What follows belongs to an exercise in optimizing a design on an open flow for small area and a short achievable clock period; a production flow would make more cautious choices. Power is estimated from default activity; no workload was simulated.

## run A
==> flow/design.v (excerpt) <==
module fc8_system #(
    parameter int FRAME_CYCLES = 1000
) (
    input  wire    master_clk,
    input  wire    master_rst_n,
    input  logic [15:0]  addr,
    input  logic [7:0]  wdata,
    input  wire    rd_en,
    input  wire    wr_en,
    output logic [7:0]  rdata,
    input  logic [7:0]  gamepad1_data,
    input  logic [7:0]  gamepad2_data,
    input  wire    gamepad1_connected,
    input  wire    gamepad2_connected,
    output logic   nmi_req,
    output logic   irq_req
);
Size in the first run: about 79000 µm² of cells after synthesis.
make LEC_CHECK=0 ABC_CLOCK_PERIOD_IN_PS=1800 CAP_MARGIN=20 CORE_MARGIN=2 CORE_UTILIZATION=65 SLEW_MARGIN=20 finish   # period 4.0 ns
run.sh (not shown) runs the stock make flow with config.mk's settings and CLKGATE_MAP_FILE= SYNTH_SCRIPT=/design/flow/synth_recipe.tcl, a recipe that flattens the netlist after the stock synthesis.
Input-level comparison between run B and run A:
diff --git a/flow/config.mk b/flow/config.mk
--- a/flow/config.mk
+++ b/flow/config.mk
@@ -7,6 +7,5 @@
 export LEC_CHECK = 0
-export ABC_CLOCK_PERIOD_IN_PS = 1800
 export CAP_MARGIN = 20
 export CORE_MARGIN = 2
-export CORE_UTILIZATION = 65
+export CORE_UTILIZATION = 40
 export SLEW_MARGIN = 20
Results
Est. power | run B vs run A | run B higher
Comparing run B against run A, there is no change at all in count of inverters other than clock inverters in the layout.
On total vias in the final route, the higher figure sits with run B, not run A.
Summary — number of non-clock buffers in the layout, run B relative to run A: higher, by 45.
Relative to run A, utilization has decreased by 27 points in run B.
Run A -> run B: area of combinational cells with multiple inputs flat
In the final design statistics, run B uses more standard cells in total than run A.
Changes in run C relative to run B:
diff --git a/flow/config.mk b/flow/config.mk
--- a/flow/config.mk
+++ b/flow/config.mk
@@ -9,3 +9,4 @@
 export CORE_MARGIN = 2
-export CORE_UTILIZATION = 40
+export CORE_UTILIZATION = 65
+export SETUP_SLACK_MARGIN = 2.2
 export SLEW_MARGIN = 20
Run C: full flow OK, the timing, DRC and antenna checks passed. Number of placement rows: run C lower than run B. [run C] biggest cell delay along the critical path fell 0.12 ns relative to run B. In the reports for run C and run B, the smaller floorplan core area belongs to run C. Area overhead of the layout relative to synthesis in run C vs run B: up 3.0 points. When run C is set beside run B, its final clock period utilization by the worst path turns out to be 17 points smaller. Between run B and run C, the flow reports first-pass GRT wire length increasing by a few percent. When the final numbers for run C and run B were put side by side, the share of cell area taken by flip-flops and latches turned out to be greater in run B.
Inputs modified between run C and run D:
diff --git a/flow/config.mk b/flow/config.mk
--- a/flow/config.mk
+++ b/flow/config.mk
@@ -10,3 +10,2 @@
 export CORE_UTILIZATION = 65
-export SETUP_SLACK_MARGIN = 2.2
 export SLEW_MARGIN = 20
## What came out
Run D has core utilization below what run C had. Summary of the comparison: buffer share of cell area is lower in run D, relative to run C. Compare run C and run D | count of antenna diodes in the layout higher: run C.
No run of this note included a check of the RTL's function; only the layout flow was run.

========
Another version of the RTL of fc8_system (not shown whole).
Size in the first run: roughly 4700 cells after synthesis, about 56 I/O pins.
## fc8_system
module fc8_system #(
    parameter int FRAME_CYCLES = 1000
) (
    input  wire    master_clk,
    input  wire    master_rst_n,
    input  logic [15:0]  addr,
    input  logic [7:0]  wdata,
    input  wire    rd_en,
    input  wire    wr_en,
    output logic [7:0]  rdata,
    input  logic [7:0]  gamepad1_data,
    input  logic [7:0]  gamepad2_data,
    input  wire    gamepad1_connected,
    input  wire    gamepad2_connected,
    output logic   nmi_req,
    output logic   irq_req
);
    logic [7:0]            ram_addr;
    logic                  ram_wr;
    logic [7:0]            ram_rdata;
    logic [7:0]            sfr_offset;
    logic [7:0]            sfr_value;
    logic                  sfr_wr;
    logic [1:0]            int_enable;
    logic [1:0]            int_enable_nxt;
    logic                  prescale_chg;
    logic                  timer_enable;
    logic [3:0]            timer_prescale;
    logic [1:0]            clear_pending;
    logic [1:0]            pending;
    logic                  new_frame;
    fc8_mmu u_mmu (
        .master_clk, .master_rst_n,
        .addr, .wdata, .rd_en, .wr_en, .rdata,
        .sfr_offset, .sfr_wr, .sfr_value,
        .ram_addr, .ram_wr, .ram_rdata
    );
    fc8_ram u_ram (
        .master_clk,
        .ram_addr, .ram_wdata(wdata), .ram_wr, .ram_rdata
    );
    fc8_sfr_block u_sfr_block (
        .master_clk, .master_rst_n,
        .sfr_offset, .sfr_wdata(wdata), .sfr_wr, .sfr_value,
        .gamepad1_data, .gamepad2_data, .gamepad1_connected, .gamepad2_connected,
        .pending, .new_frame,
        .int_enable, .int_enable_nxt, .timer_enable, .prescale_chg, .timer_prescale,
        .clear_pending
    );
    fc8_interrupt_controller u_interrupt_controller (
        .master_clk, .master_rst_n,
  ...
make LEC_CHECK=0 CAP_MARGIN=20 CORE_MARGIN=2 CORE_UTILIZATION=65 SETUP_SLACK_MARGIN=1.8 SLEW_MARGIN=20 finish   # period 4.0 ns
Next try:
--- a/flow/config.mk
+++ b/flow/config.mk
@@ -9,4 +9,3 @@
 export CORE_MARGIN = 2
 export CORE_UTILIZATION = 65
-export SETUP_SLACK_MARGIN = 1.8
 export SLEW_MARGIN = 20
What happened: Via count falls by 3.7%; power falls by 1.9%; setup slack degrades by 970 ps.
Function was not checked in any run of this note: the RTL went through the layout flow alone.

## static timing again, ports no longer ideal
No port has a modelled driver above. Below, the same layouts with a new extraction and two added sets of constraints. Step 1: set_driving_cell puts a clkbuf_16 on master_clk and a buf_2 on each other input, an assumption about the parent block. Step 2 adds t to the input delays and takes it off the output delays; t is the mean of the earliest and latest rising clock arrival at the registers after step 1. Input paths then give back, and output paths get back, about the clock's delay inside the block. Three values: ideal, step 1, step 2; two values: the first two.
| run | t (ns) | setup slack, ns | worst setup path at the end | clock arrival spread, ns | worst slew at a driven data input, ns |
|---|---|---|---|---|---|
| run A | 0.905 | 0.372 / 0.372 / 0.372 | register to register | 0.030 / 0.031 | 0.05 |
| run B | 0.919 | 0.394 / 0.394 / 0.394 | register to register | 0.062 / 0.062 | 0.04 |
| run C | 0.901 | 1.064 / 1.064 / 1.064 | register to register | 0.037 / 0.037 | 0.06 |
| run D | 0.905 | 0.372 / 0.372 / 0.372 | register to register | 0.030 / 0.031 | 0.05 |
| the first run of note 2 | 0.940 | 1.118 / 0.876 / -0.063 | input to register | 0.036 / 0.035 | 0.38 |
| the second run of note 2 | 0.931 | 0.148 / 0.191 / -0.740 | input to register | 0.045 / 0.045 | 0.06 |
With both steps, setup timing fails in the first run of note 2 and the second run of note 2, where it was met with ideal ports. The setup slack of the first run of note 2, which loses most, moves by -0.242 ns with the drivers and by -1.181 ns with both steps.
